Background: an optimization exercise with open tools, aiming at a short achievable clock period. Do not read the settings as production practice. At most, simulation tests tie the RTL to the original design; equivalence was not proved.

// float_core_top
module float_core_top (
  input  logic                clk,
  input  logic                reset,
  input  logic                run,
  input  logic                prog_we,
  input  core_pkg::word_t     prog_data,
  input  core_pkg::port_sel_t p_sel,
  input  core_pkg::word_t     P0,
  input  core_pkg::word_t     P1,
  output core_pkg::word_t     P0_out,
  output core_pkg::word_t     P1_out,
  output core_pkg::word_t     result,
  output logic                result_valid
);
For scale: about 6200 cells after synthesis, roughly 200 I/O pins.
Settings: LEC_CHECK=0, ABC_CLOCK_PERIOD_IN_PS=5000, CAP_MARGIN=20, CORE_MARGIN=2, CORE_UTILIZATION=40, SETUP_SLACK_MARGIN=5, SLEW_MARGIN=20; clock period 18.0 ns.
run.sh (not shown) runs the stock make flow with config.mk's settings and CLKGATE_MAP_FILE= SYNTH_SCRIPT=/design/flow/synth_recipe.tcl, a recipe that flattens the netlist after the stock synthesis.
The first run completed without violations.
Rerun with:
--- a/flow/config.mk
+++ b/flow/config.mk
@@ -6,8 +6,6 @@
 export NUM_CORES = 4
 export LEC_CHECK = 0
-export ABC_CLOCK_PERIOD_IN_PS = 5000
 export CAP_MARGIN = 20
 export CORE_MARGIN = 2
 export CORE_UTILIZATION = 40
-export SETUP_SLACK_MARGIN = 5
 export SLEW_MARGIN = 20
After rerunning:
- The changed run ran to the end with no violations
- synthesized cell count does not change
- synthesized area does not change
- design area is about the same
- routed wire length fell by 0.41%
- cell count stays the same
- utilization stays flat
- worst setup slack is better by 330 ps
- fmax rose by 3.1%
- clock skew rose by 38 ps
- critical path depth fell by 2
No run of this note included a check of the RTL's function; only the layout flow was run.

========
== MS ==
Another version of the RTL of float_core_top (not shown whole).
Size in the first run: ~6400 cells after synthesis, about 940 flip-flops.
// float_core_top
module float_core_top (
  input  logic                clk,
  input  logic                reset,
  input  logic                run,
  input  logic                prog_we,
  input  core_pkg::word_t     prog_data,
  input  core_pkg::port_sel_t p_sel,
  input  core_pkg::word_t     P0,
  input  core_pkg::word_t     P1,
  output core_pkg::word_t     P0_out,
  output core_pkg::word_t     P1_out,
  output core_pkg::word_t     result,
  output logic                result_valid
);
  core_pkg::addr_t    pc;
  core_pkg::word_t    instr_next;   
  core_pkg::opcode_t  op;
  core_pkg::reg_idx_t rs;
  core_pkg::opcode_t  op_next;
  logic               fwd_a;
  logic               fwd_b;
  core_pkg::word_t    instr_after;
  core_pkg::word_t    base_a;
  core_pkg::word_t    base_b;
  logic [35:0]        base_enc_b;
  core_pkg::word_t    a_next;
  core_pkg::word_t    b_next;
  core_pkg::word_t    other_next;
  logic [7:0]         nib_gt_next;
  logic [7:0]         nib_eq_next;
  logic [7:0]         nib_gt_q;     
  logic [7:0]         nib_eq_q;
  logic               is_gt_q;      
  logic               is_lt_q;      
  logic               cmp_bit;      
  logic [8:0]         hi1_next;
  logic [8:0]         hi0_next;
  logic               norm1_next;
  logic               norm0_next;
  logic [35:0]        enc_next;
  core_pkg::word_t    other_q;      
  logic [8:0]         hi1_q;        
  logic [8:0]         hi0_q;
  logic               norm1_q;      
  logic               norm0_q;
  logic [47:0]        row0_q;
  logic [47:0]        row1_q;
  logic [47:0]        row0;
  logic [47:0]        row1;
  logic               sel;
  logic [22:0]        man1;
  ...
export LEC_CHECK = 0
export ABC_CLOCK_PERIOD_IN_PS = 4000
export CAP_MARGIN = 20
export CORE_MARGIN = 2
export CORE_UTILIZATION = 50
export SETUP_SLACK_MARGIN = 5
export SLEW_MARGIN = 20
create_clock -name core_clock -period 18.0 [get_ports {clk}]
standard.sh (not shown) runs the stock make flow with config.mk's settings and CLKGATE_MAP_FILE= SYNTH_SCRIPT=/design/flow/synth_recipe.tcl, a recipe that flattens the netlist after the stock synthesis.
==> flow/flow/run.sh <==
#!/bin/bash
# The standard layout, with three changes to how it is made:
# - timing repair aims well below the clock period (the design's own paths
#   are far shorter than the period, and repair_timing only works on paths
#   whose slack is under its margin);
# - full adders are left to abc as plain logic (no ADDER_MAP_FILE), which
#   maps the carry-save tree with faster gates than the adder cells;
# - slow cells are kept out of the netlist: the weak a222oi_1 (its only
#   size), and gates with three- or four-high transistor stacks.
# The synthesis is otherwise the standard one, with the same registers.
set -uo pipefail
here=$(cd "$(dirname "$0")" && pwd)
p=sky130_fd_sc_hd__
slow="${p}a222oi_1"
for c in or4 or4b or4bb nor4 nor4b nor4bb o2111ai a2111oi o2111a a2111o xor3 xnor3 or3 nor3 or3b nor3b; do
  slow="$slow ${p}${c}_*"
done
dont_use="$(cat "$here/platform_dont_use.txt") $slow"
bash standard.sh SETUP_SLACK_MARGIN=12 ADDER_MAP_FILE= "DONT_USE_CELLS=$dont_use" finish > make.log 2>&1
==> flow/flow/platform_dont_use.txt <==
sky130_fd_sc_hd__probe_p_8 sky130_fd_sc_hd__probec_p_8 sky130_fd_sc_hd__lpflow_bleeder_1 sky130_fd_sc_hd__lpflow_clkbufkapwr_1 sky130_fd_sc_hd__lpflow_clkbufkapwr_16 sky130_fd_sc_hd__lpflow_clkbufkapwr_2 sky130_fd_sc_hd__lpflow_clkbufkapwr_4 sky130_fd_sc_hd__lpflow_clkbufkapwr_8 sky130_fd_sc_hd__lpflow_clkinvkapwr_1 sky130_fd_sc_hd__lpflow_clkinvkapwr_16 sky130_fd_sc_hd__lpflow_clkinvkapwr_2 sky130_fd_sc_hd__lpflow_clkinvkapwr_4 sky130_fd_sc_hd__lpflow_clkinvkapwr_8 sky130_fd_sc_hd__lpflow_decapkapwr_12 sky130_fd_sc_hd__lpflow_decapkapwr_3 sky130_fd_sc_hd__lpflow_decapkapwr_4 sky130_fd_sc_hd__lpflow_decapkapwr_6 sky130_fd_sc_hd__lpflow_decapkapwr_8 sky130_fd_sc_hd__lpflow_inputiso0n_1 sky130_fd_sc_hd__lpflow_inputiso0p_1 sky130_fd_sc_hd__lpflow_inputiso1n_1 sky130_fd_sc_hd__lpflow_inputiso1p_1 sky130_fd_sc_hd__lpflow_inputisolatch_1 sky130_fd_sc_hd__lpflow_isobufsrc_1 sky130_fd_sc_hd__lpflow_isobufsrc_16 sky130_fd_sc_hd__lpflow_isobufsrc_2 sky130_fd_sc_hd__lpflow_isobufsrc_4 sky130_fd_sc_hd__lpflow_isobufsrc_8 sky130_fd_sc_hd__lpflow_isobufsrckapwr_16 sky130_fd_sc_hd__lpflow_lsbuf_lh_hl_isowell_tap_1 sky130_fd_sc_hd__lpflow_lsbuf_lh_hl_isowell_tap_2 sky130_fd_sc_hd__lpflow_lsbuf_lh_hl_isowell_tap_4 sky130_fd_sc_hd__lpflow_lsbuf_lh_isowell_4 sky130_fd_sc_hd__lpflow_lsbuf_lh_isowell_tap_1 sky130_fd_sc_hd__lpflow_lsbuf_lh_isowell_tap_2 sky130_fd_sc_hd__lpflow_lsbuf_lh_isowell_tap_4 # # Define fill cells 
MS: flow completed, timing, DRC and antenna clean
> inputs changed (MS -> TR)
# MS
export LEC_CHECK = 0
export ABC_CLOCK_PERIOD_IN_PS = 4000
export CAP_MARGIN = 20
export CORE_MARGIN = 2
export CORE_UTILIZATION = 50
export SETUP_SLACK_MARGIN = 5
export SLEW_MARGIN = 20
create_clock -name core_clock -period 18.0 [get_ports {clk}]
# TR
export LEC_CHECK = 0
export ABC_CLOCK_PERIOD_IN_PS = 4000
export CAP_MARGIN = 20
export CORE_MARGIN = 2
export CORE_UTILIZATION = 45
export SETUP_SLACK_MARGIN = 5
export SLEW_MARGIN = 20
create_clock -name core_clock -period 18.0 [get_ports {clk}]
[summary]
- [TR] utilization of the core after routing fell 6.7 points relative to MS
- Comparing MS and TR, the higher signed area change from the synthesized netlist to the final layout was measured on MS.
- On placement-stage cell area, the higher figure sits with TR, not MS.

static timing again, ports no longer ideal:
Ports are ideal in the flow. The routed layouts listed here were re-timed in OpenROAD.
Step 1 sets driving cells, clkbuf_16 on the clock port and buf_2 on the other inputs (assumed; they add their load-dependent delay and slew).
Step 2 moves the port delays by t, midway between the first and last clock arrival at a register: inputs arrive t later, outputs are due t later. That takes back most of the time a late clock gives input paths.
a / b / c = no drivers / after step 1 / after step 2; a / b = the first two.
run | shift t [ns] | setup WS [ns] | worst data-port slew with drivers (ns)
the first run of note 1 | 0.788 | 6.947 / 6.947 / 6.655 | 0.06
the second run of note 1 | 0.782 | 7.276 / 7.276 / 6.917 | 0.08
MS | 0.799 | 10.477 / 10.393 / 9.988 | 0.25
TR | 0.788 | 10.558 / 10.471 / 9.885 | 0.15
After both steps setup and hold are still met in every run listed. The setup slack of TR, which loses most, moves by -0.087 ns with the drivers and by -0.673 ns with both steps.
